What follows belongs to an exercise in optimizing a design on an open flow for small area, a short achievable clock period and few clock cycles per item; a production flow would make more cautious choices.
RTL that was checked went through simulation tests only; none was proved equivalent to the original.
For run 1, only the layout was checked, not whether the RTL still works.
Power figures rest on the tool's default switching activity, not on a simulated workload.

--- design.v ---
package div_pkg;
  typedef logic [16-1:0] operand_t;
  typedef logic [4-1:0] tag_t;
endpackage
`timescale 1ns/1ns
module divider_nr (
  input  logic              clk,
  input  logic              reset,
  input  logic              load,
  input  logic              release_i,
  input  div_pkg::tag_t     ld_tag,
  input  div_pkg::operand_t ld_dividend,
  input  div_pkg::operand_t ld_divisor,    
  input  logic [16:0]       ld_q,          
  input  logic [3:0]        ld_shift,
  output logic [3:0]        shift,
  output logic              busy,
  output logic              done,
  output logic              finishing,
  output div_pkg::tag_t     tag,
  output div_pkg::operand_t quotient,
  output div_pkg::operand_t remainder
);
  logic [15:0] r, d;
  logic [16:0] q;
  logic [16:0] diff;
  logic [15:0] gen, prop, gg, pp, g0, p0;
  always_comb begin
    gen  = r & ~d;
    prop = ~(r ^ d);
    gg   = gen | prop & 16'h0001;     
    pp   = prop;
    for (int lv = 0; lv < 4; lv++) begin
      g0 = gg;
      p0 = pp;
      for (int i = 0; i < 16; i++) begin
        if (i >= (1 << lv)) begin
          gg[i] = g0[i] | (p0[i] & g0[i - (1 << lv)]);
          pp[i] = p0[i] & p0[i - (1 << lv)];
        end
      end
    end
    diff[0] = ~prop[0];
    for (int i = 1; i < 16; i++) diff[i] = prop[i] ^ gg[i - 1];
    diff[16] = ~gg[15];
  end
  always_ff @(posedge clk) begin
    if (reset) begin
      busy <= 1'b0;
    end else if (load) begin
      busy <= 1'b1;
    end else if (release_i) begin
      busy <= 1'b0;
    end
  end
  logic [15:0] r_nx;
  logic [16:0] q_nx;
  assign r_nx = (q[16] | diff[16]) ? r : diff[15:0];
  assign q_nx = q[16] ? q : {q[15:0], ~diff[16]};
  always_ff @(posedge clk) begin
    if (load) begin
      r   <= ld_dividend;
      d   <= ld_divisor;
      q   <= ld_q;
      tag <= ld_tag;
      shift <= ld_shift;
    end else begin
      r <= r_nx;
      q <= q_nx;
      d <= d >> 1;
    end
  end
  assign done      = busy & q[16];
  assign finishing = busy & q[15] & ~q[16];
  assign quotient  = q[15:0];
  assign remainder = r;
endmodule
`timescale 1ns/1ns
module div_dispatch (
  input  logic              clk,
  input  logic              reset,
  input  logic              accept,
  input  div_pkg::tag_t     tag,
  input  div_pkg::operand_t dividend,
  input  div_pkg::operand_t divisor,
  input  logic              leave,
  output logic              s1_valid,
  output div_pkg::tag_t     s1_tag,
  output div_pkg::operand_t s1_dividend,
  output div_pkg::operand_t s1_divisor,
  output logic [4:0]        s1_nd,
  output logic [4:0]        s1_nv,
  output logic              s1_bypass,
  output logic              s1_div0,
  output logic              in_bypass
);
  function automatic [4:0] sig_bits(input [15:0] value);
    sig_bits = '0;
    for (int i = 0; i < 16; i++) begin
      if (value[i]) sig_bits = 5'(i + 1);
    end
  endfunction
  function automatic [15:0] fill(input [15:0] value);
    fill = value;
    for (int i = 14; i >= 0; i--) fill[i] = fill[i] | fill[i + 1];
  endfunction
  logic dv_zero, in_div0;
  assign dv_zero   = (divisor == '0);
  assign in_div0   = dv_zero & (dividend != '0);
  assign in_bypass = dv_zero | |(fill(divisor) & ~fill(dividend));
  always_ff @(posedge clk) begin
    if (reset) begin
      s1_valid <= 1'b0;
    end else if (accept) begin
      s1_valid <= 1'b1;
    end else if (leave) begin
      s1_valid <= 1'b0;
    end
  end
  always_ff @(posedge clk) begin
    if (accept) begin
      s1_tag      <= tag;
      s1_dividend <= dividend;
      s1_divisor  <= divisor;
      s1_nd       <= sig_bits(dividend);
      s1_nv       <= sig_bits(divisor);
      s1_bypass   <= in_bypass;
      s1_div0     <= in_div0;
    end
  end
endmodule
`timescale 1ns/1ns
module result_arbiter #(parameter int N = 4) (
  input  logic         clk,
  input  logic         reset,
  input  logic [N-1:0] cand,      
  input  logic [N-1:0] taken,     
  output logic [N-1:0] sel        
);
  logic [N-1:0] last;    
  logic [N-1:0] higher;  
  logic [N-1:0] cand_hi;
  logic [N-1:0] pick;
  logic [N-1:0] last_next;
  assign last_next = (|taken) ? taken : last;
  always_comb begin
    higher = '0;
    for (int i = 0; i < N; i++) begin
      for (int j = 0; j < N; j++) begin
        if (j < i && last_next[j]) higher[i] = 1'b1;
      end
    end
  end
  assign cand_hi = cand & higher;
  always_comb begin
    pick = '0;
    if (|cand_hi) begin
      for (int i = N - 1; i >= 0; i--) if (cand_hi[i]) pick = N'(1) << i;
    end else begin
      for (int i = N - 1; i >= 0; i--) if (cand[i]) pick = N'(1) << i;
    end
  end
  always_ff @(posedge clk) begin
    if (reset) begin
      last <= N'(1) << (N - 1);
      sel  <= '0;
    end else begin
      last <= last_next;
      sel  <= pick;
    end
  end
endmodule
`timescale 1ns/1ns
module result_store (
  input  logic              clk,
  input  logic              reset,
  input  logic              we,
  input  div_pkg::tag_t     wr_tag,
  input  logic [16:0]       wr_field,
  input  logic [3:0]        wr_len,
  input  logic              wr_div0,
  input  div_pkg::tag_t     rd_tag,
  output logic              rd_valid,
  output div_pkg::operand_t rd_quotient,
  output div_pkg::operand_t rd_remainder
);
  localparam int DEPTH = 1 << 4;
  logic [DEPTH-1:0] valid;
  logic [16:0]      f_mem [DEPTH];
  logic [3:0]       l_mem [DEPTH];
  logic             z_mem [DEPTH];
  logic [16:0]      f;
  logic [3:0]       l;
  logic             z;
  logic [16:0]      m;
  always_ff @(posedge clk) begin
    if (reset) begin
      valid    <= '0;
      rd_valid <= 1'b0;
    end else begin
      if (we) begin
        valid[wr_tag] <= 1'b1;
      end
      rd_valid <= valid[rd_tag];
    end
  end
  always_ff @(posedge clk) begin
    if (we) begin
      f_mem[wr_tag] <= wr_field;
      l_mem[wr_tag] <= wr_len;
      z_mem[wr_tag] <= wr_div0;
    end
  end
  always_ff @(posedge clk) begin
    f <= f_mem[rd_tag];
    l <= l_mem[rd_tag];
    z <= z_mem[rd_tag];
  end
  always_comb begin
    for (int j = 0; j < 17; j++) m[j] = (5'(j) <= {1'b0, l});
  end
  always_comb begin
    for (int j = 0; j < 16; j++) begin
      rd_quotient[j]  = m[j] & (z | f[j]);
      rd_remainder[j] = f[16 - j] & (z | ~m[16 - j]);
    end
  end
endmodule
`timescale 1ns/1ns
module div_cluster (
  input  logic              clk,
  input  logic              reset,
  input  logic              start,
  input  div_pkg::tag_t     tag,
  input  div_pkg::operand_t dividend,
  input  div_pkg::operand_t divisor,
  input  div_pkg::tag_t     rd_tag,
  output logic              ready,
  output logic              complete,
  output div_pkg::tag_t     complete_tag,
  output logic              rd_valid,
  output div_pkg::operand_t rd_quotient,
  output div_pkg::operand_t rd_remainder
);
  localparam int N = 5;
  logic              accept, leave;
  logic              s1_valid, s1_bypass, s1_div0, in_bypass;
  div_pkg::tag_t     s1_tag;
  div_pkg::operand_t s1_dividend, s1_divisor;
  logic [4:0]        s1_nd, s1_nv;
  logic [3:0]        s1_shift, byp_len;
  logic [N-1:0]      busy, done, finishing, eng_grant, avail, load;
  div_pkg::tag_t     e_tag [N];
  div_pkg::operand_t e_quo [N];
  div_pkg::operand_t e_rem [N];
  logic [3:0]        e_shift [N];
  div_pkg::operand_t ld_divisor;
  logic [16:0]       ld_q;
  logic              byp_grant, eng_job;
  logic              we;
  div_pkg::tag_t     w_tag;
  logic [16:0]       w_field;
  logic [3:0]        w_len;
  logic              w_div0;
  assign accept = start & ready;
  div_dispatch u_dispatch (
    .clk         (clk),
    .reset       (reset),
    .accept      (accept),
    .tag         (tag),
    .dividend    (dividend),
    .divisor     (divisor),
    .leave       (leave),
    .s1_valid    (s1_valid),
    .s1_tag      (s1_tag),
    .s1_dividend (s1_dividend),
    .s1_divisor  (s1_divisor),
    .s1_nd       (s1_nd),
    .s1_nv       (s1_nv),
    .s1_bypass   (s1_bypass),
    .s1_div0     (s1_div0),
    .in_bypass   (in_bypass)
  );
  assign s1_shift   = 4'(s1_nd - s1_nv);
  assign byp_len    = s1_div0 ? 4'(s1_nd - 5'd1) : 4'd0;
  assign ld_divisor = s1_divisor << s1_shift;
  assign ld_q       = 17'(1) << (4'd15 - s1_shift);
  for (genvar i = 0; i < N; i++) begin : g_eng
    divider_nr u_div (
      .clk         (clk),
      .reset       (reset),
      .load        (load[i]),
      .release_i   (eng_grant[i]),
      .ld_tag      (s1_tag),
      .ld_dividend (s1_dividend),
      .ld_divisor  (ld_divisor),
      .ld_q        (ld_q),
      .ld_shift    (s1_shift),
      .shift       (e_shift[i]),
      .busy        (busy[i]),
      .done        (done[i]),
      .finishing   (finishing[i]),
      .tag         (e_tag[i]),
      .quotient    (e_quo[i]),
      .remainder   (e_rem[i])
    );
  end
  logic [N-1:0] sel, cand_next;
  logic [2:0]   starve;
  logic         eng_first, any_sel;
  result_arbiter #(.N(N)) u_arbiter (
    .clk   (clk),
    .reset (reset),
    .cand  (cand_next),
    .taken (eng_grant),
    .sel   (sel)
  );
  assign any_sel   = |sel;
  assign eng_first = &starve;
  assign byp_grant = s1_valid & s1_bypass & ~(any_sel & eng_first);
  assign eng_grant = sel & {N{~byp_grant}};
  assign eng_job   = s1_valid & ~s1_bypass;
  assign avail     = ~busy | sel;
  always_comb begin
    load = '0;
    for (int i = N - 1; i >= 0; i--) begin
      if (avail[i]) load = N'(1) << i;
    end
    if (!eng_job) load = '0;
  end
  assign leave = byp_grant | (eng_job & |avail);
  function automatic [16:0] rev_rem(input [15:0] v);
    rev_rem = '0;
    for (int i = 0; i < 16; i++) rev_rem[16 - i] = v[i];
  endfunction
  always_comb begin
    w_tag   = '0;
    w_field = '0;
    w_len   = '0;
    w_div0  = 1'b0;
    for (int i = 0; i < N; i++) begin
      w_tag   = w_tag | (e_tag[i] & {4{eng_grant[i]}});
      w_field = w_field | (({1'b0, e_quo[i]} | rev_rem(e_rem[i])) & {17{eng_grant[i]}});
      w_len   = w_len | (e_shift[i] & {4{eng_grant[i]}});
    end
    if (byp_grant) begin
      w_tag   = s1_tag;
      w_field = rev_rem(s1_dividend);
      w_len   = byp_len;
      w_div0  = s1_div0;
    end
  end
  assign we = any_sel | byp_grant;
  logic [N-1:0] idle_next;
  logic         s1v_next, eng_ok_next, byp_ok_next;
  logic [2:0]   starve_next;
  assign idle_next   = ~load & (~busy | eng_grant);
  assign cand_next   = ~load & busy & ~eng_grant & (done | finishing);
  assign s1v_next    = accept | (s1_valid & ~leave);
  assign eng_ok_next = |idle_next | |cand_next;
  assign byp_ok_next = ~(|cand_next & (&starve_next));
  always_comb begin
    starve_next = starve;
    if (byp_grant && any_sel) starve_next = starve + 1'b1;
    else if (|eng_grant) starve_next = '0;
  end
  always_ff @(posedge clk) begin
    if (reset) begin
      ready        <= 1'b1;
      starve       <= '0;
      complete     <= 1'b0;
    end else begin
      ready        <= ~s1v_next | ((accept ? in_bypass : s1_bypass) ? byp_ok_next : eng_ok_next);
      starve       <= starve_next;
      complete     <= we;
    end
  end
  always_ff @(posedge clk) begin
    complete_tag <= w_tag;
  end
  result_store u_store (
    .clk          (clk),
    .reset        (reset),
    .we           (we),
    .wr_tag       (w_tag),
    .wr_field     (w_field),
    .wr_len       (w_len),
    .wr_div0      (w_div0),
    .rd_tag       (rd_tag),
    .rd_valid     (rd_valid),
    .rd_quotient  (rd_quotient),
    .rd_remainder (rd_remainder)
  );
endmodule
--- run.sh ---
#!/bin/bash
# synth_recipe.tcl (not shown) runs the flow's synth.tcl, then flattens the netlist and writes it again
# the make line also repeats each setting of config.mk as NAME=value (left out here)
make -C /OpenROAD-flow-scripts/flow DESIGN_CONFIG=/design/flow/config.mk WORK_HOME=/design/flow/orfs CLKGATE_MAP_FILE= SYNTH_SCRIPT=/design/flow/synth_recipe.tcl finish
--- config.mk ---
export PLATFORM = sky130hd
export DESIGN_NAME = div_cluster
export DESIGN_NICKNAME = div_cluster
export VERILOG_FILES = /design/flow/design.v
export SDC_FILE = /design/flow/constraint.sdc
export NUM_CORES = 4
export LEC_CHECK = 0
export ABC_CLOCK_PERIOD_IN_PS = 2200
export CAP_MARGIN = 20
export CORE_MARGIN = 2
export CORE_UTILIZATION = 40
export CTS_CLUSTER_DIAMETER = 70
export CTS_CLUSTER_SIZE = 24
export SETUP_SLACK_MARGIN = 2.8
export SLEW_MARGIN = 20
export TNS_END_PERCENT = 10
--- constraint.sdc ---
create_clock -name core_clock -period 5.0 [get_ports {clk}]
set_input_delay 1.0000 -clock core_clock [delete_from_list [all_inputs] [get_ports {clk}]]
set_output_delay 1.0000 -clock core_clock [all_outputs]
set_load 0.01 [all_outputs]
==> results.ini, run 1 <==
[status]
run_status = no timing/DRC/antenna violations

[critical_path]
cp_slowest_cell = fa_2
cpPeakStageDelay_ns = 0.67
worst-path-max-fanout = 5
r2r_start = u_dispatch.s1_nd[0]
cp-startpoint = u_dispatch.s1_nd[0]
regToRegEndpoint = g_eng[0].u_div.d[13]
path_class = register to register
cp-end-kind = register
cp-start-kind = register
endpoint = g_eng[0].u_div.d[13]
reg2reg_slack_ns = 2.14
crit_chain = inv_2, ha_4, inv_2, fa_2, buf_6, buf_12, mux2i_4, nand2_2, o21ai_4, nor2_4, a21oi_4, mux2i_4, mux2_4
required_ns = 5.51
critPathArrivalTime_ns = 3.38
rr_worst_depth = 13

[cells_and_area]
area_delta_synth_final_pct = 25.0
fin_nets = 3114
design_area_um2 = 42600
drive_gt1_share_pct = 26.4
antennaDiodeCount = 0
final_core_utilization_pct = 50.3

[synth]
netlist_area_um2 = 34100
synth_top_area_share_pct = 52.6
synth_cells = 2681
yosysTopAreaCell = edfxtp_1
syn_area_per_cell_um2 = 12.7
synth_warnings = 9
yosysUniqueCellTypes = 76
synth_flop_cell = edfxtp_1
synth_nets = 2820
synth_area_leaders = edfxtp_1 (53%), dfxtp_1 (8.8%), mux4_2 (7.7%)
synth_edf_count = 597
seq_area_frac_synth_pct = 61.4
synthArstFlopShare_pct = 0
ys_seq_elements = 746

[routing]
totalWireLength_um = 101000
wl_met2_um = 50600
route.detailed.drc = 0
post_drt_wl_per_cell_um = 24.4
top_layer_used = met5
drt_iter0_markers = 2299
met1_length_um = 41800
avgViaCountPerCell = 5.79
num_vias = 24051
postRouteAntennaNets = 0
firstDrtPassIters = 6
dr_wl_met3_um = 5650

[pwr]
ir_drop_mv = 0.344
p_per_area_nw_per_um2 = 344
p_comb_share_pct = 20.8
p_switching_mw = 4.24
p_leak_nw = 14.4
seq_power_share_pct = 49.6
swShare_pct = 28.9
pwr-share-clk_pct = 29.6
p_int_mw = 10.4

[floorplanning]
die_y_um = 296
die_area_um2 = 87500
fp.coreArea_um2 = 84700
die_w_um = 296
initial_utilization_pct = 40.2
ios = 82
rows = 107

[clock_network]
clock-root-buffer = clkbuf_16
cts_buffers = 45
insertion_delay_ns = 0.64
cts_max_path_buffers = 3
h-tree-depth = 2
numClockSinks = 746
clk_pin_slew_ns = 0.09
cts_tree = built

[grt]
grt_pass1_vias = 23333
antenna_found_initial = 3
grt_pass1_wl_um = 147000
grt_max_degree = 74
overflow = 0
groute.usage.overall_pct = 22.5

[sta]
slew_violations = 0
post-route-min-period_ns = 2.86
fmax_ghz = 0.349
final-setup-viol-count = 0
finalClockSkew_ns = 0.0386
setup_tns_ns = 0
hold_violations = 0
fin_crit_sh_pct = 57.3
rsz0062_at_grt = true
slew_headroom_pct = 29.4
tightestPinTransition_ns = 1.06

[place]
place_congestion = 0.905
postPlaceCellArea_um2 = 36500
place.port_buffers = 81
hpwl_um = 63500

[worst_hold_path]
holdPathStages = 2
hold_path_class = register to register

[run]
drv_cap = 0

[worst max-delay path, delay by kind of cell, from the launching register on]
family | cells | cell delay [ns]
AOI/OAI and AO/OA | 2 | 0.28
adders and majority gates | 2 | 0.80
buffers and inverters | 4 | 0.43
DFF | 1 | 0.42
muxes | 3 | 0.67
and+or+nand+nor | 2 | 0.15
[logic make-up (layout without fill, tap and decap cells)]
logic type               Yosys count  count (layout)  synth area share (%)
AO/OA/AOI/OAI                    674             676                  11.8
XOR/XNOR                          56              56                  1.46
adder cells (fa/ha/maj)           96              96                  3.66
buffers and inverters            265             577                  2.95
flip-flops                       746             746                  61.4
multiplexers                     154             154                  8.87
AND/OR/NAND/NOR                  690             707                  9.90
[power groups by stage]
stage	clock, mW	sequential, mW	combinational [mW]
2_1_floorplan	0	7.29	1.52
3_3_place_gp	0	7.41	2.21
3_5_place_dp	0	7.42	2.26
4_1_cts	4.41	7.27	2.72
5_1_grt	4.61	7.29	3.27
6_report	4.34	7.28	3.06
[cells in the final DEF, fill, tap and decap left out, drive strengths merged, types with 20 or more instances in the layout]
cell	n
clkbuf	63
nor3	31
nand3b	64
nor2	213
and4	20
nand3	37
o31ai	25
o21a	43
dlygate4sd2	20
nor2b	31
dfxtp	149
buf	282
nand2	209
xnor2	28
inv	142
nand2b	31
ha	90
a21o	23
edfxtp	597
a21oi	125
clkdlybuf4s50	37
mux2i	23
xor2	28
o21ai	310
mux4	116
a31oi	38
[routing by layer]
layer | track usage (%) | vias up
li1 | - | 10748
met1 | 30.0 | 12241
met2 | 38.7 | 895
met3 | 2.43 | 165
met4 | 6.50 | 2
met5 | 0 | -
[layout make-up]
class / instances / area [um2]
Timing Repair inverter: 1 / 7.51
Clock buffer: 60 / 1280
Clock inverter: 24 / 334
Timing Repair Buffer: 358 / 3740
Fill cell: 7129 / 42200
Inverter: 134 / 536
Tap cell: 1144 / 1430
Multi-Input combinational cell: 1689 / 14300
Sequential cell: 746 / 20900
[metrics by stage]
step / instances / hold WS (ns) / setup WS [ns] / total power [mW]
finish: 4156 / 0.436 / 2.14 / 14.7
global route: 4156 / 0.474 / 2.04 / 15.2
CTS: 4082 / 0.456 / 2.19 / 14.4
detailed placement: 3822 / 0.443 / 1.27 / 9.68
global placement: 3822 / 0.437 / 1.10 / 9.62
floorplan: 2681 / 0.423 / 2.17 / 8.82
[worst min path at each step]
stage / start / to / slack (ns)
floorplan: u_store.valid[0] / u_store.valid[0] / 0.42
global placement: u_store.valid[0] / u_store.valid[0] / 0.44
detailed placement: g_eng[3].u_div.d[10] / g_eng[3].u_div.d[9] / 0.44
CTS: g_eng[3].u_div.d[2] / g_eng[3].u_div.d[1] / 0.46
global route: g_eng[4].u_div.d[10] / g_eng[4].u_div.d[9] / 0.47
finish: g_eng[3].u_div.d[2] / g_eng[3].u_div.d[1] / 0.44
[state kept, by name (all words and copies together) (netlist names), 17 cells and up]
name and flops:
g_eng.u_div.shift 20, u_store.f_mem 272, g_eng.u_div.tag 20, u_store.f 17, g_eng.u_div.d 80, g_eng.u_div.q 85, u_store.l_mem 64, g_eng.u_div.r 80
[Yosys cell counts (all sizes together), types with 4 or more instances]
library cell	number
a211oi	13
nand2	209
nor2b	31
nor2	197
edfxtp	597
mux2i	23
or2	6
mux2	15
ha	90
and4	20
a21oi	125
o31a	8
xnor2	28
a41oi	4
nand4	6
a21o	23
nand3	37
nand3b	64
inv	133
clkbuf	110
o22ai	11
fa	6
nor3	31
dfxtp	149
a21boi	10
a31oi	38
buf	21
o21ai	310
o21a	43
nand2b	31
or3	12
nor4	16
and2	12
mux4	116
a22oi	8
o31ai	25
o21bai	6
and3	7
a221oi	7
a211o	4
a222oi	9
xor2	28
o221ai	5
[what timing repair did]
action | 4_1_cts | 5_1_grt
pin swaps | 90 | 67
gates resized for setup | 339 | 247
cloned | 23 | 5
endpoints found under the setup margin | 1199 | 1235
hold buffers | 0 | 0
buffers inserted | 153 | 69
==> run 2, diff against run 1 <==
--- a/design.v
+++ b/design.v
@@ -24,26 +24,7 @@
   logic [15:0] r, d;
   logic [16:0] q;
   logic [16:0] diff;
-  logic [15:0] gen, prop, gg, pp, g0, p0;
-  always_comb begin
-    gen  = r & ~d;
-    prop = ~(r ^ d);
-    gg   = gen | prop & 16'h0001;     
-    pp   = prop;
-    for (int lv = 0; lv < 4; lv++) begin
-      g0 = gg;
-      p0 = pp;
-      for (int i = 0; i < 16; i++) begin
-        if (i >= (1 << lv)) begin
-          gg[i] = g0[i] | (p0[i] & g0[i - (1 << lv)]);
-          pp[i] = p0[i] & p0[i - (1 << lv)];
-        end
-      end
-    end
-    diff[0] = ~prop[0];
-    for (int i = 1; i < 16; i++) diff[i] = prop[i] ^ gg[i - 1];
-    diff[16] = ~gg[15];
-  end
+  assign diff = {1'b0, r} - {1'b0, d};
   always_ff @(posedge clk) begin
     if (reset) begin
       busy <= 1'b0;
--- a/config.mk
+++ b/config.mk
@@ -5,7 +5,7 @@
 export SDC_FILE = /design/flow/constraint.sdc
 export NUM_CORES = 4
 export LEC_CHECK = 0
-export ABC_CLOCK_PERIOD_IN_PS = 2200
+export ABC_AREA = 1
 export CAP_MARGIN = 20
 export CORE_MARGIN = 2
 export CORE_UTILIZATION = 40
==> run 2 against run 1 <==
  * Count of clock-buffer cells in the layout rose by 3
  * Clock power fell by 7.4%
  * Register-to-register slack improved by 0.15 ns
  * Worst setup slack improved by 0.15 ns
  * Non-clock buffer count fell by 27
  * Sequential cell count did not move
  * Power fell by 3.2%
  * Still clean on timing, DRC and antenna
  * Largest power group unchanged
  * Utilization fell by 0.64 points
  * Clock skew rose by 0.0059 ns
  * Sequential power fell by 0.8%
==> results.ini, run 2 <==
[sta]
fmax_ghz = 0.368
setup_ws_ns = 2.28
setup_tns_ns = 0
hold_violations = 0
final-setup-viol-count = 0
fin_crit_sh_pct = 54.3
slew_violations = 0
rsz0062_at_grt = true
slew_headroom_pct = 26.1
finalClockSkew_ns = 0.0444
tightestPinTransition_ns = 1.11
post-route-min-period_ns = 2.72

[synth]
ys_seq_elements = 746
synth_top_area_share_pct = 52.0
synthArstFlopShare_pct = 0
synth_nets = 3545
netlist_area_um2 = 34500
yosysTopAreaCell = edfxtp_1
synth_cells = 3405
synth_area_leaders = edfxtp_1 (52%), dfxtp_1 (8.7%), o21ai_0 (7.7%)
seq_area_frac_synth_pct = 60.7
synth_flop_cell = edfxtp_1
yosysUniqueCellTypes = 54
yosysMostFrequentCell = edfxtp_1
yosys-top-cells-count = edfxtp_1 (597), o21ai_0 (530), nand2_1 (466)
syn_area_per_cell_um2 = 10.1
synth_warnings = 9
synth_edf_count = 597

[clock_network]
cts_tree = built
clock-root-buffer = clkbuf_16
numClockSinks = 746
h-tree-depth = 2
clk_pin_slew_ns = 0.10
insertion_delay_ns = 0.63
cts_max_path_buffers = 3
cts_buffers = 43

[cells_and_area]
final_common_cell = edfxtp_1
largest_register_ffs = 272
drive_gt1_share_pct = 20.1
top_regs = u_store.f_mem: 272 flops, g_eng.u_div.q: 85 flops
fillers = 7681
fin_nets = 3803
antennaDiodeCount = 0
area_delta_synth_final_pct = 22.8
final_cell_mix = edfxtp_1 (597), o21ai_0 (459), nand2_1 (418)
design_area_um2 = 42300
max_flop_register = u_store.f_mem

[critical_path]
crit_chain = ha_4, ha_4, o21ai_4, nor2_4, nand2_1, nand2_1, nor2_2, nor2_4, inv_2, nand2_4, nor3_4, buf_6
cp_slowest_cell = dfxtp_2
worst-path-max-fanout = 22
cp-end-kind = register
cp-start-kind = register
cpPeakStageDelay_ns = 0.35
path_class = register to register
required_ns = 5.27
critPathArrivalTime_ns = 2.98

[grt]
grt_max_degree = 94
antenna_found_initial = 2
grt_pass1_vias = 25303
groute.usage.overall_pct = 23.2
grt_pass1_wl_um = 157000
overflow = 0

[place]
place_congestion = 0.892
hpwl_um = 65400
detailedPlace.worstSlack_ns = 1.38
place.port_buffers = 81
postPlaceCellArea_um2 = 36800

[run]
drv_cap = 0

[pwr]
p_per_area_nw_per_um2 = 336
p_leak_nw = 15.3
ir_drop_mv = 0.337

[floorplanning]
die_y_um = 297
die_area_um2 = 88500
ios = 82
fp.coreArea_um2 = 85300
rows = 107
die_w_um = 297
initial_utilization_pct = 40.4

[status]
run_status = no timing/DRC/antenna violations

[routing]
post_drt_wl_per_cell_um = 22.1
num_vias = 27098
route.detailed.drc = 0
postRouteAntennaNets = 0
drt_iter0_markers = 2798
firstDrtPassIters = 6
totalWireLength_um = 107000
avgViaCountPerCell = 5.60

[worst_hold_path]
hold_path_class = register to register

## run 2: worst paths after layout
path                                           start                    to  slack [ns]  cells after the start
worst max-delay path                       starve[1]   u_store.f_mem[1][1]        2.28                     12
worst min-delay path            g_eng[1].u_div.d[13]  g_eng[1].u_div.d[12]        0.43                      2
worst max register to register             starve[1]   u_store.f_mem[1][1]        2.28                     12
worst min register to register  g_eng[1].u_div.d[13]  g_eng[1].u_div.d[12]        0.43                      2
## run 2: kinds of logic (layout without fill, tap and decap cells)
logic type	count (synthesis)	in the layout	synth area share, %
simple gates	1157	1180	14.3
compound gates	888	888	14.8
flops	746	746	60.7
buf+inv	462	732	5.11
fa+ha+maj	97	97	3.65
xor+xnor	51	51	1.30
mux	4	4	0.116
## run 2: cell type report
cell class	instances	area, um2	area share, %
clock buffer	63	1230	2.92
clock inverter	17	210	0.497
inverter	306	1310	3.10
multi-input combinational	2220	13900	32.9
sequential	746	20900	49.5
tap	1144	1430	3.38
timing repair buffer	331	3160	7.47
timing repair inverter	15	120	0.284
## run 2: stage by stage
step	hold WS [ns]	instances	utilization, %	power (mW)
global route	0.468	4842	49.6	14.7
finish	0.435	4842	49.6	14.2
detailed placement	0.441	4532	43.1	9.51
floorplan	0.427	3405	-	8.68
global placement	0.437	4532	43.1	9.50
CTS	0.438	4773	47.9	14.0
## run 2: repair_timing
item,4_1_cts,5_1_grt
setup buffers,125,63
pin swaps,75,56
gates resized for setup,460,226
hold buffers,0,0
endpoints found under the setup margin,1203,1215
cloned,36,6
## run 2: worst max-delay path: cells and delay by family (launching register included)
kind	cells	cell delay [ns]
AND/OR/NAND/NOR	7	0.83
buffers and inverters	2	0.50
adder cells (fa/ha/maj)	2	0.36
flip-flops	1	0.35
AO/OA/AOI/OAI	1	0.30
## run 2: power by group
part           internal [mW]  switching [mW]  leakage, nW
Sequential              7.03           0.193         6.78
Clock                   1.81            2.21        0.694
Combinational           1.14            1.82         7.79
Total                   9.98            4.23         15.3
## run 2: metal layers
layer / vias up / GRT usage (%) / part of all wire, %
li1: 12562 / - / -
met4: 0 / 7.03 / 3.2
met2: 1043 / 39.6 / 49
met5: - / 0 / 0
met1: 13312 / 31.1 / 42
met3: 181 / 2.50 / 6.6
Testbench counts of run 2, summed over its fixed seeds: cycles 2,218, items 2,048.
==> run 3, diff against run 2 <==
--- a/config.mk
+++ b/config.mk
@@ -5,7 +5,7 @@
 export SDC_FILE = /design/flow/constraint.sdc
 export NUM_CORES = 4
 export LEC_CHECK = 0
-export ABC_AREA = 1
+export ABC_CLOCK_PERIOD_IN_PS = 2200
 export CAP_MARGIN = 20
 export CORE_MARGIN = 2
 export CORE_UTILIZATION = 40
==> run 3 against run 2 <==
  * Area after synthesis is 1.9% lower
  * Die area is 1.9% lower
  * Cell count is 17% lower
  * Utilization is 0.70 points lower
  * Sequential power hardly changed
  * Register-to-register slack worse by 0.21 ns
  * Sequential share of layout area is 1.7 points higher
  * Worst setup slack worse by 0.21 ns
  * Via count is 15% lower
==> results.ini, run 3 <==
[clock_network]
numClockSinks = 746
cts_tree = built
h-tree-depth = 2
clk_pin_slew_ns = 0.09
clock-root-buffer = clkbuf_16
cts_max_path_buffers = 3
insertion_delay_ns = 0.65
cts_buffers = 45
postCtsHoldBufs = 0

[place]
dp.cells = 3775
detailedPlace.worstSlack_ns = 1.36
postPlaceCellArea_um2 = 36300
place.port_buffers = 81
hpwl_um = 61400
place_congestion = 0.946

[sta]
fin_crit_sh_pct = 58.6
final-setup-viol-count = 0
slew_headroom_pct = 22.8
setup_ws_ns = 2.07
tightestPinTransition_ns = 1.15
rsz0062_at_grt = true
fmax_ghz = 0.341
hold_violations = 0
setup_tns_ns = 0
finalClockSkew_ns = 0.0509
post-route-min-period_ns = 2.93
slew_violations = 0

[floorplanning]
die_w_um = 295
rows = 106
initial_utilization_pct = 40.4
die_y_um = 295
ios = 82
die_area_um2 = 86800
fp.coreArea_um2 = 83700

[cells_and_area]
design_area_um2 = 40900
seq_area_um2 = 21000
final_common_cell = edfxtp_1
antennaDiodeCount = 0
instances_no_fill = 4027
final_core_utilization_pct = 48.9
largest_register_ffs = 272
final_cell_mix = edfxtp_1 (597), o21ai_0 (249), nand2_1 (175)
multiInputGateArea_um2 = 13500
drive_gt1_share_pct = 23.0
max_flop_register = u_store.f_mem
top_regs = u_store.f_mem: 272 flops, g_eng.u_div.q: 85 flops
area_delta_synth_final_pct = 21.2
fin_nets = 3000
fillers = 7173

[pwr]
p_switching_mw = 3.93
swShare_pct = 28.0
p_leak_nw = 13.9
p_per_area_nw_per_um2 = 343
p_comb_share_pct = 18.2
seq_power_share_pct = 51.4
ir_drop_mv = 0.293
pwr-share-clk_pct = 30.3
p_int_mw = 10.1

[worst_hold_path]
holdPathStages = 2
hold_path_class = register to register
hold_start = g_eng[3].u_div.d[12]
hold_end = g_eng[3].u_div.d[11]

[grt]
met2_usage_pct = 36.2
antenna_found_initial = 1
busiest_layer = met2
grt_max_degree = 65
groute.usage.overall_pct = 21.1
grt_pass1_vias = 22518
grtUsageMet3_pct = 2.26
grt_pass1_wl_um = 139000
overflow = 0
use_met1_pct = 28.8

[critical_path]
reg2reg_slack_ns = 2.07
path_class = register to register
worst-path-max-fanout = 3
cp-end-kind = register
required_ns = 5.39
cp_slowest_cell = o21ai_0
rr_worst_depth = 11
regToRegEndpoint = g_eng[4].u_div.r[14]
cpPeakStageDelay_ns = 0.41
r2r_start = g_eng[4].u_div.r[0]
crit_chain = inv_1, ha_1, fa_1, nor2b_1, o21ai_0, a21oi_2, o211a_1, a311o_1, a31oi_1, xor2_1, o21ai_0
cpMostUsedCell = o21ai_0
critPathArrivalTime_ns = 3.32
cp-start-kind = register

[synth]
synthArstFlopShare_pct = 0
synth_nets = 2769
synth_mux_area_share_pct = 8.58
synth_flop_cell = edfxtp_1
synth_top_area_share_pct = 53.1
synth_edf_count = 597
yosys-top-cells-count = edfxtp_1 (597), o21ai_0 (305), nand2_1 (198)
yosys.area_share.simple_pct = 9.73
ys_seq_elements = 746
yosysMostFrequentCell = edfxtp_1
synth_top_family_by_area = compound AO/OA/AOI/OAI gates
synth_area_leaders = edfxtp_1 (53%), dfxtp_1 (8.8%), mux4_2 (7.7%)
synth_cells = 2629
yosysUniqueCellTypes = 84
synthXorXnorAreaFrac_pct = 1.56
synthAdderAreaFrac_pct = 3.73
synth_warnings = 9
syn_area_per_cell_um2 = 12.8
synth-compound-area-share_pct = 11.6
yosysTopAreaCell = edfxtp_1
netlist_area_um2 = 33800
seq_area_frac_synth_pct = 61.9

[routing]
post_drt_wl_per_cell_um = 23.6
drt_iter0_markers = 2108
firstDrtPassIters = 6
postRouteAntennaNets = 0
route.detailed.drc = 0
avgViaCountPerCell = 5.71
num_vias = 23011
totalWireLength_um = 95000

[run]
drv_cap = 0

[status]
run_status = no timing/DRC/antenna violations

## run 3: kinds of logic after synthesis
| group | Yosys count |
|---|---|
| flops | 746 |
| compound gates | 658 |
| simple gates | 665 |
| buf+inv | 261 |
| mux | 142 |
| xor+xnor | 60 |
| fa+ha+maj | 97 |
## run 3: worst max path at each step
stage | start | endpoint | depth (start not counted)
after global placement | u_arbiter.sel[2] | u_store.f_mem[0][12] | 7
after global routing | g_eng[0].u_div.r[0] | g_eng[0].u_div.r[14] | 11
after floorplan | g_eng[3].u_div.r[2] | g_eng[3].u_div.r[0] | 9
after detailed placement | g_eng[3].u_div.r[0] | g_eng[3].u_div.r[2] | 11
after CTS | g_eng[1].u_div.r[0] | g_eng[1].u_div.r[13] | 13
final | g_eng[4].u_div.r[0] | g_eng[4].u_div.r[14] | 11
## run 3: worst max-delay path: cells and delay by family (launching register included)
family / cells / cell delay, ns
xor gates and xnor gates: 1 / 0.16
adders and majority gates: 2 / 0.41
and+or+nand+nor: 1 / 0.06
AOI/OAI and AO/OA: 6 / 1.58
buffers and inverters: 1 / 0.07
DFF: 1 / 0.40
## run 3: through the flow
step           power, mW  hold slack, ns
6_report            14.0           0.452
3_3_place_gp        9.30           0.440
2_1_floorplan       8.63           0.425
4_1_cts             13.7           0.466
5_1_grt             14.5           0.488
3_5_place_dp        9.36           0.447
## run 3: power by group through the flow
stage / combinational, mW / clock (mW) / sequential [mW]
after floorplan: 1.41 / 0 / 7.23
after global placement: 1.95 / 0 / 7.35
after detailed placement: 2.00 / 0 / 7.36
after CTS: 2.18 / 4.33 / 7.21
after global routing: 2.75 / 4.52 / 7.24
final: 2.55 / 4.26 / 7.22
## run 3: layout make-up
class | instances | share of cell area (%)
Clock buffer | 57 | 3.04
Multi-Input combinational cell | 1639 | 33.0
Tap cell | 1134 | 3.47
Clock inverter | 23 | 0.807
Inverter | 136 | 1.30
Timing Repair Buffer | 292 | 7.24
Sequential cell | 746 | 51.2
## run 3: routing by layer
layer  routed length, um  vias to the layer above  part of all wire (%)
met4                2500                        0                   2.6
li1                    -                    10371                     -
met1               40000                    11681                    42
met2               47100                      825                    50
met5                   0                        -                     0
met3                5390                      134                   5.7
## run 3: repair_timing
action / in CTS / in global routing
setup buffers: 95 / 50
pin swaps: 44 / 35
endpoints found under the setup margin: 1194 / 1207
hold endpoints to repair: 0 / 0
gates cloned: 20 / 7
resized for setup: 171 / 253
==> run 4, diff against run 3 <==
--- a/design.v
+++ b/design.v
@@ -223,7 +223,7 @@
   output div_pkg::operand_t rd_quotient,
   output div_pkg::operand_t rd_remainder
 );
-  localparam int N = 5;
+  localparam int N = 4;
   logic              accept, leave;
   logic              s1_valid, s1_bypass, s1_div0, in_bypass;
   div_pkg::tag_t     s1_tag;
--- a/config.mk
+++ b/config.mk
@@ -5,7 +5,7 @@
 export SDC_FILE = /design/flow/constraint.sdc
 export NUM_CORES = 4
 export LEC_CHECK = 0
-export ABC_CLOCK_PERIOD_IN_PS = 2200
+export ABC_AREA = 1
 export CAP_MARGIN = 20
 export CORE_MARGIN = 2
 export CORE_UTILIZATION = 40
==> run 4 against run 3 <==
  * Worst hold slack got worse by 0.0048 ns
  * Maximum frequency up 8.1%
  * Critical endpoint is now u_store.f_mem[9][4]
  * Clock skew shrank 0.0011 ns
  * Cell count grew 8.8%
  * Critical path depth decreased by 1
  * Largest cell class unchanged
  * Global-route usage up 2.1 points
  * Die area shrank 7.2%
  * Highest routed layer is now met5
  * Clock power fell by 8.7%
  * Count of clock-buffer cells in the layout down 4
==> results.ini, run 4 <==
[status]
run_status = no timing/DRC/antenna violations

[worst_hold_path]
holdPathStages = 2
hold_end = g_eng[3].u_div.d[3]
hold_path_class = register to register
hold_start = g_eng[3].u_div.d[4]

[synth]
synth_cells = 3061
synth_flop_cell = edfxtp_1
ys_seq_elements = 686
netlist_area_um2 = 31300
synth_top_area_share_pct = 53.4
seq_area_frac_synth_pct = 61.6
syn_area_per_cell_um2 = 10.2
yosysUniqueCellTypes = 57
synthArstFlopShare_pct = 0
synth_area_leaders = edfxtp_1 (53%), dfxtp_1 (8.2%), o21ai_0 (7.7%)
synth_edf_count = 557
yosysMostFrequentCell = edfxtp_1
synth_nets = 3183
yosys-top-cells-count = edfxtp_1 (557), o21ai_0 (479), nand2_1 (414)
synth_warnings = 9
yosysTopAreaCell = edfxtp_1

[grt]
groute.usage.overall_pct = 23.2
antenna_found_initial = 4
grt_max_degree = 190
grt_pass1_wl_um = 143000
grt_pass1_vias = 23232
overflow = 0

[sta]
hold_violations = 0
slew_violations = 0
setup_tns_ns = 0
rsz0062_at_grt = true
finalClockSkew_ns = 0.0498
fmax_ghz = 0.369
tightestPinTransition_ns = 1.10
fin_crit_sh_pct = 54.2
slew_headroom_pct = 26.7
post-route-min-period_ns = 2.71
final-setup-viol-count = 0

[clock_network]
clk_pin_slew_ns = 0.10
cts_max_path_buffers = 3
h-tree-depth = 2
cts_buffers = 41
clock-root-buffer = clkbuf_16
cts_tree = built
numClockSinks = 686
insertion_delay_ns = 0.64
postCtsHoldBufs = 0

[critical_path]
regToRegEndpoint = u_store.f_mem[9][4]
critPathArrivalTime_ns = 3.00
worst-path-max-fanout = 16
cp-end-kind = register
reg2reg_slack_ns = 2.29
cp-start-kind = register
r2r_start = u_dispatch.s1_bypass
path_class = register to register
rr_worst_depth = 10
required_ns = 5.29

[place]
place_congestion = 0.921
hpwl_um = 58200
place.port_buffers = 81

[floorplanning]
rows = 102
initial_utilization_pct = 40.4
ios = 82
fp.coreArea_um2 = 77500
die_w_um = 284
die_y_um = 284
die_area_um2 = 80600

[routing]
drt_iter0_markers = 2744
route.detailed.drc = 0
firstDrtPassIters = 6
avgViaCountPerCell = 5.67
num_vias = 24838
post_drt_wl_per_cell_um = 22.3
totalWireLength_um = 97800
postRouteAntennaNets = 0

[cells_and_area]
top_regs = u_store.f_mem: 272 flops, g_eng.u_div.q: 68 flops
fin_nets = 3430
final_core_utilization_pct = 50.1
area_delta_synth_final_pct = 23.9
largest_register_ffs = 272
final_common_cell = edfxtp_1
fillers = 6887
drive_gt1_share_pct = 20.9
max_flop_register = u_store.f_mem
final_cell_mix = edfxtp_1 (557), o21ai_0 (423), nand2_1 (356)
antennaDiodeCount = 0

[pwr]
p_leak_nw = 14.1
ir_drop_mv = 0.300
p_per_area_nw_per_um2 = 368

[run]
drv_cap = 0

run 4: cell types whose count changed in the layout (fill, tap and decap cells not counted), moves of 67 or more:
cell | before | now
nor2_1 | 169 | 267
nand2_1 | 175 | 356
inv_1 | 122 | 228
nand3_1 | 17 | 156
mux4_2 | 116 | 0
o21ai_0 | 249 | 423
nand3b_1 | 77 | 10
run 4: worst max-delay path by stage:
stage | from | to | slack [ns]
after floorplan | start | ready | 2.68
after global placement | u_dispatch.s1_nd[0] | g_eng[2].u_div.d[13] | 1.57
after detailed placement | u_arbiter.sel[3] | u_store.f_mem[15][7] | 1.52
after CTS | u_store.l[3] | rd_remainder[9] | 2.25
after global routing | u_dispatch.s1_nd[0] | g_eng[2].u_div.d[10] | 2.23
final | u_dispatch.s1_bypass | u_store.f_mem[9][4] | 2.29
run 4: routing by layer:
metal  vias to the layer above  GRT usage (%)  share of wire [%]
met1                     12184           31.2                 41
met4                         2           8.51                4.0
met2                      1070           38.6                 48
met3                       199           2.97                6.9
met5                         -              0              0.020
li1                      11383              -                  -
run 4: cells by family (layout without fill, tap and decap cells):
group                      Yosys count  after routing  share of synthesized area, %
AOI/OAI and AO/OA                  825            826                          15.0
DFF                                686            686                          61.6
buffers and inverters              436            694                          5.38
adders and majority gates           79             79                          3.28
xor gates and xnor gates            25             25                         0.759
and+or+nand+nor                   1006           1027                          13.8
muxes                                4              4                         0.128
run 4: per-stage QoR:
stage	hold slack [ns]	setup slack [ns]	instance area [um2]	std cells	total power [mW]
6_report	0.448	2.29	38800	4381	14.3
5_1_grt	0.470	2.23	38800	4381	14.9
4_1_cts	0.453	2.25	37200	4292	13.8
3_5_place_dp	0.440	1.52	33400	4067	9.56
3_3_place_gp	0.439	1.57	33400	4067	9.55
2_1_floorplan	0.427	2.68	31600	3061	8.63
run 4: area by class of cell:
class	instances	area [um2]	area share, %
clock buffer	53	1120	2.89
clock inverter	23	332	0.854
inverter	290	1190	3.08
multi-input combinational	1961	12100	31.1
sequential	686	19300	49.8
tap	1040	1300	3.35
timing repair buffer	324	3430	8.82
timing repair inverter	4	28.8	0.0741
run 4: what timing repair did:
item,4_1_cts,5_1_grt
endpoints found under the setup margin,1094,1101
pin swaps,52,83
cloned,28,6
gates resized for setup,291,283
buffers inserted,121,83
run 4: power breakdown:
group	internal (mW)	switching (mW)	leakage (nW)	total [mW]
combinational	1.37	2.19	7.05	3.56
clock	1.80	2.10	0.687	3.89
sequential	6.62	0.227	6.33	6.85
total	9.79	4.51	14.1	14.3
run 4: worst max-delay path, stage by stage (launching register included):
cell	delay [ns]
dfxtp_1	0.47
nand2_4	0.16
inv_4	0.15
nand2_8	0.08
nand2_1	0.23
clkinvlp_4	0.18
buf_12	0.17
o21ai_0	0.08
nand4_1	0.17
a21oi_1	0.43
inv_2	0.24
Testbench counts of run 4, summed over its fixed seeds: cycles 2,358, items 2,048.
==> run 5, diff against run 4 <==
--- a/config.mk
+++ b/config.mk
@@ -5,7 +5,7 @@
 export SDC_FILE = /design/flow/constraint.sdc
 export NUM_CORES = 4
 export LEC_CHECK = 0
-export ABC_AREA = 1
+export ABC_CLOCK_PERIOD_IN_PS = 2200
 export CAP_MARGIN = 20
 export CORE_MARGIN = 2
 export CORE_UTILIZATION = 40
==> run 5 against run 4 <==
  * Critical path type is now register to output pin
  * Non-clock buffer count up 8
  * Still clean
  * Count of clock-buffer cells in the layout up 2
  * Via count down 14%
  * Combinational power down 25%
  * First-iteration DRC count down 23%
  * Sequential cell count unchanged
  * Sequential power down 2%
  * Worst setup slack worse by 0.058 ns
  * Clock skew down 0.0019 ns
  * Critical path depth down 5
  * Utilization up 0.27 points
  * Critical endpoint is now rd_remainder[15]
  * Highest routed layer is now met4
==> results.ini, run 5 <==
[sta]
post-route-min-period_ns = 2.77
final-setup-viol-count = 0
rsz0062_at_grt = true
setup_tns_ns = 0
finalClockSkew_ns = 0.0479
fin_crit_sh_pct = 55.4
hold_violations = 0
tightestPinTransition_ns = 0.951
slew_headroom_pct = 36.6
slew_violations = 0
fmax_ghz = 0.361

[cells_and_area]
final_common_cell = edfxtp_1
drive_gt1_share_pct = 27.7
largest_register_ffs = 272
final_cell_mix = edfxtp_1 (557), nor2_1 (195), o21ai_0 (184)
fin_nets = 2766
area_delta_synth_final_pct = 24.5
fillers = 6397
final_core_utilization_pct = 50.4
top_regs = u_store.f_mem: 272 flops, g_eng.u_div.q: 68 flops
max_flop_register = u_store.f_mem

[routing]
firstDrtPassIters = 5
route.detailed.drc = 0
totalWireLength_um = 91400
postRouteAntennaNets = 0
post_drt_wl_per_cell_um = 24.6
avgViaCountPerCell = 5.77
num_vias = 21411
drt_iter0_markers = 2109

[place]
hpwl_um = 58100
place_congestion = 0.922
place.port_buffers = 81

[critical_path]
path_buf_inv = 3
cp-start-kind = register
r2r_start = u_dispatch.s1_nd[0]
rr_worst_depth = 14
path_delay_family = flip-flops
regToRegEndpoint = g_eng[2].u_div.d[12]
crit_chain = buf_6, buf_6, nor4_4, o21a_1, buf_2
critPathArrivalTime_ns = 1.77
cpPeakStageDelay_ns = 0.38
reg2reg_slack_ns = 2.24
cp-end-kind = output pin
required_ns = 4.00
cpMostUsedCell = buf_6
cp_slowest_cell = dfxtp_4
path_class = register to output pin
worst-path-max-fanout = 4

[synth]
synthArstFlopShare_pct = 0
synth_area_leaders = edfxtp_1 (54%), mux4_2 (8.5%), dfxtp_1 (8.4%)
ys_seq_elements = 686
netlist_area_um2 = 30800
yosysMostFrequentCell = edfxtp_1
synth_cells = 2360
yosysUniqueCellTypes = 78
yosys-top-cells-count = edfxtp_1 (557), o21ai_0 (237), nor2_1 (228)
synth_edf_count = 557
synth_nets = 2482
synth_flop_cell = edfxtp_1
synth_warnings = 9
synth_top_area_share_pct = 54.2
syn_area_per_cell_um2 = 13.1
yosysTopAreaCell = edfxtp_1
seq_area_frac_synth_pct = 62.6

[pwr]
p_leak_nw = 13.3
ir_drop_mv = 0.233
p_per_area_nw_per_um2 = 346

[worst_hold_path]
hold_end = u_arbiter.last[1]
holdPathStages = 2
hold_start = u_arbiter.last[1]
hold_path_class = register to register

[floorplanning]
die_w_um = 282
die_area_um2 = 79400
rows = 101
ios = 82
initial_utilization_pct = 40.5
fp.coreArea_um2 = 76200
die_y_um = 282

[grt]
grt_max_degree = 78
grt_pass1_vias = 20833
antenna_found_initial = 2
groute.usage.overall_pct = 22.6
grt_pass1_wl_um = 133000
overflow = 0

[run]
drv_cap = 0

[clock_network]
clock-root-buffer = clkbuf_16
h-tree-depth = 2
insertion_delay_ns = 0.63
postCtsHoldBufs = 0
clk_pin_slew_ns = 0.09
cts_buffers = 42
cts_max_path_buffers = 3
cts_tree = built
numClockSinks = 686

[status]
run_status = no timing/DRC/antenna violations

## run 5: changes by cell type after synthesis, moves of 39 or more
| cell | delta |
|---|---|
| o21ai_0 | -242 |
| nand2_1 | -241 |
| inv_1 | -171 |
| nand3_1 | -134 |
| mux4_2 | +116 |
| nor2_1 | -77 |
| o221ai_1 | -63 |
| nand3b_1 | +40 |
| clkbuf_1 | -39 |
## run 5: how the worst max path moves through the flow
stage	start	end	slack, ns	cells after the start
2_1_floorplan	u_dispatch.s1_nd[0]	g_eng[2].u_div.d[13]	2.43	12
3_3_place_gp	u_dispatch.s1_nd[0]	g_eng[1].u_div.d[12]	1.57	11
3_5_place_dp	u_dispatch.s1_nd[0]	g_eng[1].u_div.q[13]	1.51	9
4_1_cts	u_store.l[3]	rd_remainder[15]	2.18	5
5_1_grt	u_dispatch.s1_nd[0]	g_eng[2].u_div.d[12]	2.11	14
6_report	u_store.l[2]	rd_remainder[15]	2.23	5
## run 5: per-stage QoR
stage	power, mW	std cells	area [um2]	setup slack (ns)	hold slack (ns)
CTS	13.1	3659	37200	2.18	0.462
global placement	8.88	3402	33200	1.57	0.442
detailed placement	8.94	3403	33200	1.51	0.449
global route	13.8	3708	38400	2.11	0.484
floorplan	8.18	2360	31200	2.43	0.425
finish	13.3	3710	38400	2.23	0.458
## run 5: cell families after synthesis
logic type / Yosys count / synth area share, %
buffers and inverters: 219 / 2.73
AOI/OAI and AO/OA: 533 / 10.3
adders and majority gates: 79 / 3.33
muxes: 152 / 9.74
DFF: 686 / 62.6
xor gates and xnor gates: 48 / 1.36
and+or+nand+nor: 643 / 9.91
## run 5: power by group
group	total, mW	switching, mW	internal (mW)	leakage, nW
clock network	3.90	2.14	1.76	0.691
logic	2.67	1.51	1.16	6.37
registers	6.71	0.214	6.49	6.28
## run 5: routing by layer
| metal | vias to the layer above | GRT usage, % | share of wire [%] |
|---|---|---|---|
| li1 | 9504 | - | - |
| met4 | 0 | 7.68 | 3.7 |
| met2 | 876 | 38.6 | 49 |
| met5 | - | 0 | 0 |
| met1 | 10862 | 29.7 | 41 |
| met3 | 169 | 2.94 | 6.5 |
## run 5: final cells by class
type	instances	area, um2	share of cell area (%)
Sequential cell	686	19300	50.4
Clock buffer	55	1120	2.92
Timing Repair inverter	2	10.0	0.0261
Timing Repair Buffer	332	3370	8.78
Multi-Input combinational cell	1473	12500	32.5
Clock inverter	23	330	0.860
Tap cell	1030	1290	3.36
Inverter	107	438	1.14
Antenna cell	2	5.00	0.0130
## run 5: worst reg2reg max path: cells and delay by family, from the launching register on
kind,cells,cell delay (ns)
fa+ha+maj,2,0.74
simple gates,2,0.20
flops,1,0.40
mux,2,0.39
compound gates,3,0.33
buf+inv,5,0.59
## run 5: what timing repair did
action                      CTS  global route
gates cloned                 24             3
resized for setup           306           233
pin swaps                    71            70
buffers inserted            154            46
setup endpoints to repair  1134           937
==> run 6, diff against run 5 <==
--- a/config.mk
+++ b/config.mk
@@ -8,9 +8,10 @@
 export ABC_CLOCK_PERIOD_IN_PS = 2200
 export CAP_MARGIN = 20
 export CORE_MARGIN = 2
-export CORE_UTILIZATION = 40
+export CORE_UTILIZATION = 55
 export CTS_CLUSTER_DIAMETER = 70
 export CTS_CLUSTER_SIZE = 24
+export PLACE_DENSITY = 0.7
 export SETUP_SLACK_MARGIN = 2.8
 export SLEW_MARGIN = 20
 export TNS_END_PERCENT = 10
==> run 6 against run 5 <==
  * Final area is 2.9% lower
  * Highest routed layer is now met5
  * Utilization is 17 points higher
  * Largest cell class unchanged
  * Worst setup slack worse by 0.026 ns
  * First-iteration DRC count is 12% higher
  * Maximum frequency is 0.93% lower
  * Sequential cell count stayed put
  * Cell count is 9.6% lower
  * Wire length is 4.6% lower
  * Via count is 1.6% lower
  * Die area is 27% lower
  * Count of clock-buffer cells in the layout is 1 higher
==> results.ini, run 6 <==
[floorplanning]
die_area_um2 = 58000
fp.coreArea_um2 = 55300
rows = 86
ios = 82
die_y_um = 241
initial_utilization_pct = 55.8
die_w_um = 241

[synth]
synth_edf_count = 557
synth_top_area_share_pct = 54.2
ys_seq_elements = 686
netlist_area_um2 = 30800
synth_warnings = 9
yosysMostFrequentCell = edfxtp_1
synthArstFlopShare_pct = 0
synth_flop_cell = edfxtp_1
seq_area_frac_synth_pct = 62.6
yosys-top-cells-count = edfxtp_1 (557), o21ai_0 (237), nor2_1 (228)
synth_nets = 2482
synth_cells = 2360
yosysUniqueCellTypes = 78
syn_area_per_cell_um2 = 13.1
synth_area_leaders = edfxtp_1 (54%), mux4_2 (8.5%), dfxtp_1 (8.4%)
yosysTopAreaCell = edfxtp_1

[sta]
hold_violations = 0
finalClockSkew_ns = 0.0443
setup_ws_ns = 2.21
fin_crit_sh_pct = 55.9
slew_headroom_pct = 34.1
slew_violations = 0
rsz0062_at_grt = true
post-route-min-period_ns = 2.79
tightestPinTransition_ns = 0.985
final-setup-viol-count = 0
fmax_ghz = 0.358
setup_tns_ns = 0

[grt]
grt_max_degree = 75
grt_pass1_vias = 19724
grt_pass1_wl_um = 120000
groute.usage.overall_pct = 28.1
antenna_found_initial = 2
overflow = 0

[routing]
avgViaCountPerCell = 6.28
num_vias = 21079
route.detailed.drc = 0
post_drt_wl_per_cell_um = 26.0
totalWireLength_um = 87200
firstDrtPassIters = 5
postRouteAntennaNets = 0
drt_iter0_markers = 2357

[clock_network]
cts_buffers = 40
cts_max_path_buffers = 3
clock-root-buffer = clkbuf_16
insertion_delay_ns = 0.61
h-tree-depth = 2
postCtsHoldBufs = 0
cts_tree = built
numClockSinks = 686
clk_pin_slew_ns = 0.09

[critical_path]
reg2reg_slack_ns = 2.21
required_ns = 5.48
worst-path-max-fanout = 7
path_class = register to register
critPathArrivalTime_ns = 3.27
cp-end-kind = register
cp-start-kind = register

[pwr]
pwr-share-clk_pct = 28.9
p_comb_share_pct = 20.6
p_per_area_nw_per_um2 = 354
p_switching_mw = 3.71
p_leak_nw = 12.9
p_int_mw = 9.49
seq_power_share_pct = 50.6
swShare_pct = 28.1
ir_drop_mv = 0.242

[cells_and_area]
antennaDiodeCount = 0
top_regs = u_store.f_mem: 272 flops, g_eng.u_div.q: 68 flops
max_flop_register = u_store.f_mem
final_common_cell = edfxtp_1
fin_nets = 2697
drive_gt1_share_pct = 24.5
final_cell_mix = edfxtp_1 (557), nor2_1 (190), o21ai_0 (189)
fillers = 3852
area_delta_synth_final_pct = 20.8
largest_register_ffs = 272

[place]
detailedPlace.worstSlack_ns = 1.30
place_congestion = 0.921
hpwl_um = 52500
place.port_buffers = 81

[status]
run_status = no timing/DRC/antenna violations

[worst_hold_path]
hold_path_class = register to register

[run]
drv_cap = 0

[run 6: what timing repair did]
item                       in CTS  in global routing
buffers inserted               52                 91
gates resized for setup        57                338
pin swaps                       8                 72
cloned                         13                 14
setup endpoints to repair    1142               1109
[run 6: cell families after synthesis]
family,synth area share [%]
xor+xnor,1.36
flops,62.6
buf+inv,2.73
fa+ha+maj,3.33
simple gates,9.91
compound gates,10.3
mux,9.74
[run 6: layout make-up]
class	count	area (um2)	area share [%]
Clock buffer	56	1180	3.16
Clock inverter	18	229	0.614
Inverter	107	419	1.12
Multi-Input combinational cell	1475	12300	32.9
Sequential cell	686	19300	51.9
Tap cell	748	936	2.51
Timing Repair Buffer	265	2900	7.79
[run 6: worst max-delay path, stage by stage, from the launching register on]
cell and delay (ns):
edfxtp_1 0.42, inv_2 0.10, ha_4 0.12, inv_2 0.04, fa_2 0.61, buf_12 0.17, mux2_4 0.33, nor2_2 0.15
a21oi_4 0.09, mux2i_4 0.31, nand2_1 0.12, o21ai_2 0.15, nor2_1 0.07
[run 6: path summary, 6_finish.rpt]
kind / start / endpoint / cells past startpoint
min: g_eng[1].u_div.d[10] / g_eng[1].u_div.d[9] / 2
min reg2reg: g_eng[1].u_div.d[10] / g_eng[1].u_div.d[9] / 2
max: u_dispatch.s1_nd[0] / g_eng[2].u_div.d[15] / 12
max reg2reg: u_dispatch.s1_nd[0] / g_eng[2].u_div.d[15] / 12
[run 6: power groups by stage]
stage          combinational, mW  sequential [mW]  clock (mW)
2_1_floorplan               1.48             6.70           0
3_5_place_dp                2.08             6.80           0
5_1_grt                     2.92             6.69        4.07
3_3_place_gp                2.02             6.80           0
4_1_cts                     2.14             6.67        3.84
6_report                    2.72             6.68        3.81
[run 6: layer usage]
| layer | global-route usage, % | routed length [um] | vias to the layer above | part of all wire, % |
|---|---|---|---|---|
| li1 | - | - | 9358 | - |
| met1 | 36.9 | 33200 | 10511 | 38 |
| met2 | 48.1 | 43800 | 1004 | 50 |
| met3 | 3.85 | 5980 | 202 | 6.9 |
| met4 | 10.7 | 4280 | 4 | 4.9 |
| met5 | 0 | 27 | - | 0.031 |
[run 6: stage by stage]
step / instance area [um2] / hold slack, ns / total power [mW] / util (%) / cells
floorplan: 31200 / 0.425 / 8.18 / - / 2360
global placement: 32800 / 0.438 / 8.82 / 59.2 / 3110
detailed placement: 32800 / 0.438 / 8.89 / 59.2 / 3110
CTS: 35100 / 0.459 / 12.7 / 63.5 / 3249
global route: 37300 / 0.480 / 13.7 / 67.4 / 3355
finish: 37300 / 0.454 / 13.2 / 67.4 / 3355
==> run 7, diff against run 6 <==
--- a/config.mk
+++ b/config.mk
@@ -12,6 +12,6 @@
 export CTS_CLUSTER_DIAMETER = 70
 export CTS_CLUSTER_SIZE = 24
 export PLACE_DENSITY = 0.7
-export SETUP_SLACK_MARGIN = 2.8
+export SETUP_SLACK_MARGIN = 2.5
 export SLEW_MARGIN = 20
 export TNS_END_PERCENT = 10
==> run 7 against run 6 <==
  * Final area fell by 2.2%
  * Via count fell by 1.2%
  * Area after synthesis did not move
  * Sequential power barely moved
  * Synthesized cell count did not move
  * Clock skew rose by 0.00080 ns
  * Largest power group unchanged
  * Combinational power fell by 9.2%
  * Non-clock buffer count fell by 21
==> results.ini, run 7 <==
[status]
run_status = no timing/DRC/antenna violations

[pwr]
p_per_area_nw_per_um2 = 354
ir_drop_mv = 0.227
pwr-share-clk_pct = 29.1
seq_power_share_pct = 51.8
p_comb_share_pct = 19.2
p_leak_nw = 12.6
swShare_pct = 27.8
p_int_mw = 9.31
p_total_mw = 12.9
p_switching_mw = 3.58

[place]
place_congestion = 0.944
place.port_buffers = 81
hpwl_um = 52700
postPlaceCellArea_um2 = 32600

[routing]
post_drt_wl_per_cell_um = 25.2
dr_wl_met3_um = 6110
avgViaCountPerCell = 6.26
num_vias = 20836
firstDrtPassIters = 5
totalWireLength_um = 83800
drt_iter0_markers = 2254
wl_met2_um = 41000
top_layer_used = met5
route.detailed.drc = 0
met1_length_um = 32800
postRouteAntennaNets = 0

[worst_hold_path]
hold_path_class = register to register
holdPathStages = 2

[cells_and_area]
area_delta_synth_final_pct = 18.1
final_core_utilization_pct = 65.9
antennaDiodeCount = 0
drive_gt1_share_pct = 21.8
design_area_um2 = 36400
final_common_cell = edfxtp_1
top_regs = u_store.f_mem: 272 flops, g_eng.u_div.q: 68 flops
largest_register_ffs = 272
fin_nets = 2671
max_flop_register = u_store.f_mem
final_cell_mix = edfxtp_1 (557), o21ai_0 (211), nor2_1 (187)

[synth]
yosysTopAreaCell = edfxtp_1
synth-compound-area-share_pct = 10.3
synth_mux_area_share_pct = 9.74
synthXorXnorAreaFrac_pct = 1.36
synth_edf_count = 557
seq_area_frac_synth_pct = 62.6
yosys-top-cells-count = edfxtp_1 (557), o21ai_0 (237), nor2_1 (228)
synth_cells = 2360
synthAdderAreaFrac_pct = 3.33
synth_top_area_share_pct = 54.2
syn_area_per_cell_um2 = 13.1
synth_top_family_by_area = compound AO/OA/AOI/OAI gates
synth_nets = 2482
synth_flop_cell = edfxtp_1
synth_area_leaders = edfxtp_1 (54%), mux4_2 (8.5%), dfxtp_1 (8.4%)
yosysMostFrequentCell = edfxtp_1
synthArstFlopShare_pct = 0
ys_seq_elements = 686
synth_warnings = 9
yosysUniqueCellTypes = 78
netlist_area_um2 = 30800
yosys.area_share.simple_pct = 9.91

[sta]
setup_tns_ns = 0
finalClockSkew_ns = 0.0450
tightestPinTransition_ns = 0.879
post-route-min-period_ns = 2.83
fin_crit_sh_pct = 56.6
slew_headroom_pct = 41.4
fmax_ghz = 0.354
slew_violations = 0
rsz0062_at_grt = true
hold_violations = 0
final-setup-viol-count = 0

[critical_path]
cp-start-kind = register
required_ns = 5.49
path_class = register to register
rr_worst_depth = 11
worst-path-max-fanout = 6
cp-end-kind = register
critPathArrivalTime_ns = 3.32

[clock_network]
clock-root-buffer = clkbuf_16
h-tree-depth = 2
numClockSinks = 686
clk_pin_slew_ns = 0.09
cts_max_path_buffers = 3
insertion_delay_ns = 0.61
postCtsHoldBufs = 0
cts_buffers = 40
cts_tree = built

[run]
drv_cap = 0

[grt]
antenna_found_initial = 1
grt_pass1_wl_um = 123000
grt_max_degree = 70
grt_pass1_vias = 20238
overflow = 0
groute.usage.overall_pct = 28.6

[floorplanning]
die_y_um = 241
fp.coreArea_um2 = 55300
die_area_um2 = 58000
ios = 82
die_w_um = 241
initial_utilization_pct = 55.8
rows = 86

-- run 7: cell counts after synthesis --
Identical to the previous run, type by type.
-- run 7: worst paths after layout --
kind	start	slack (ns)	end
worst min-delay path	g_eng[3].u_div.d[12]	0.46	g_eng[3].u_div.d[11]
worst min register to register	g_eng[3].u_div.d[12]	0.46	g_eng[3].u_div.d[11]
worst max register to register	u_dispatch.s1_nd[0]	2.17	g_eng[1].u_div.d[13]
worst max-delay path	u_dispatch.s1_nd[0]	2.17	g_eng[1].u_div.d[13]
-- run 7: layout make-up --
cell class | instances | area [um2]
repair buffers | 244 | 2470
clock buffers | 53 | 1120
multi-input cells | 1470 | 11900
inverters | 107 | 412
fillers | 3972 | 18900
clock inverters | 20 | 244
flip-flops and latches | 686 | 19300
well taps | 748 | 936
-- run 7: metal layers --
| layer | up-vias | global-route usage [%] |
|---|---|---|
| met1 | 10368 | 37.5 |
| li1 | 9282 | - |
| met5 | - | 0 |
| met3 | 192 | 3.74 |
| met2 | 992 | 48.7 |
| met4 | 2 | 11.9 |
-- run 7: through the flow --
step / setup slack [ns] / hold slack, ns / std cells
detailed placement: 1.35 / 0.445 / 3112
global placement: 1.48 / 0.436 / 3112
finish: 2.17 / 0.459 / 3328
floorplan: 2.33 / 0.425 / 2360
global route: 2.08 / 0.483 / 3328
CTS: 2.12 / 0.464 / 3296
-- run 7: power groups by stage --
stage | Combinational, mW | Clock [mW] | Sequential (mW)
final | 2.47 | 3.75 | 6.68
after global routing | 2.68 | 3.98 | 6.70
after CTS | 2.21 | 3.77 | 6.67
after detailed placement | 2.03 | 0 | 6.80
after global placement | 1.96 | 0 | 6.80
after floorplan | 1.46 | 0 | 6.70
-- run 7: repair_timing --
item                                     CTS  global route
gates resized for setup                  173           148
pin swaps                                 37            31
endpoints found under the setup margin  1003          1009
cloned                                    18             2
setup buffers                             93            29
-- run 7: critical path, stage by stage (launching register included) --
cell	delay, ns
edfxtp_1	0.42
inv_2	0.10
ha_4	0.12
inv_2	0.04
fa_2	0.67
buf_12	0.19
buf_6	0.11
mux2i_2	0.28
nand2_1	0.15
a31oi_4	0.22
mux2i_4	0.13
mux2_4	0.29
-- run 7: kinds of logic (layout without fill, tap and decap cells) --
group	Yosys count	count (layout)
AOI/OAI and AO/OA	533	533
xor gates and xnor gates	48	48
adders and majority gates	79	79
buffers and inverters	219	424
DFF	686	686
muxes	152	152
and+or+nand+nor	643	658

==> what the ideal ports hide <==
In the flow no input, the clock included, has a driving cell. The finished layouts below were timed again as built, in two steps. Step 1 sets driving cells, clkbuf_16 on the clock port and buf_2 on the other inputs (assumed; they add their load-dependent delay and slew). Step 2, shift: input delay + t, output delay - t, t = (earliest + latest rising clock arrival at the registers) / 2. This alone moves slack from input paths to output paths. Slacks: ideal / step 1 / step 2; pairs: ideal / step 1.
run | t, ns | setup WS [ns] | worst setup path after step 2 | latest minus earliest clock arrival (ns) | worst slew at a driven data input, ns
run 1 | 0.693 | 2.135 / 2.135 / 1.650 | input to register | 0.040 / 0.040 | 0.04
run 2 | 0.667 | 2.284 / 2.236 / 1.859 | input to register | 0.044 / 0.044 | 0.05
run 3 | 0.684 | 2.071 / 2.050 / 1.656 | input to register | 0.052 / 0.052 | 0.04
run 4 | 0.678 | 2.290 / 2.231 / 2.004 | input to register | 0.058 / 0.057 | 0.06
run 5 | 0.672 | 2.232 / 2.168 / 1.737 | input to register | 0.049 / 0.049 | 0.05
run 6 | 0.656 | 2.206 / 2.174 / 1.685 | input to register | 0.053 / 0.052 | 0.04
run 7 | 0.651 | 2.172 / 2.143 / 1.717 | input to register | 0.047 / 0.048 | 0.06
After both steps every run listed still meets setup and hold. The setup slack of run 6, which loses most, moves by -0.032 ns with the drivers and by -0.521 ns with both steps.
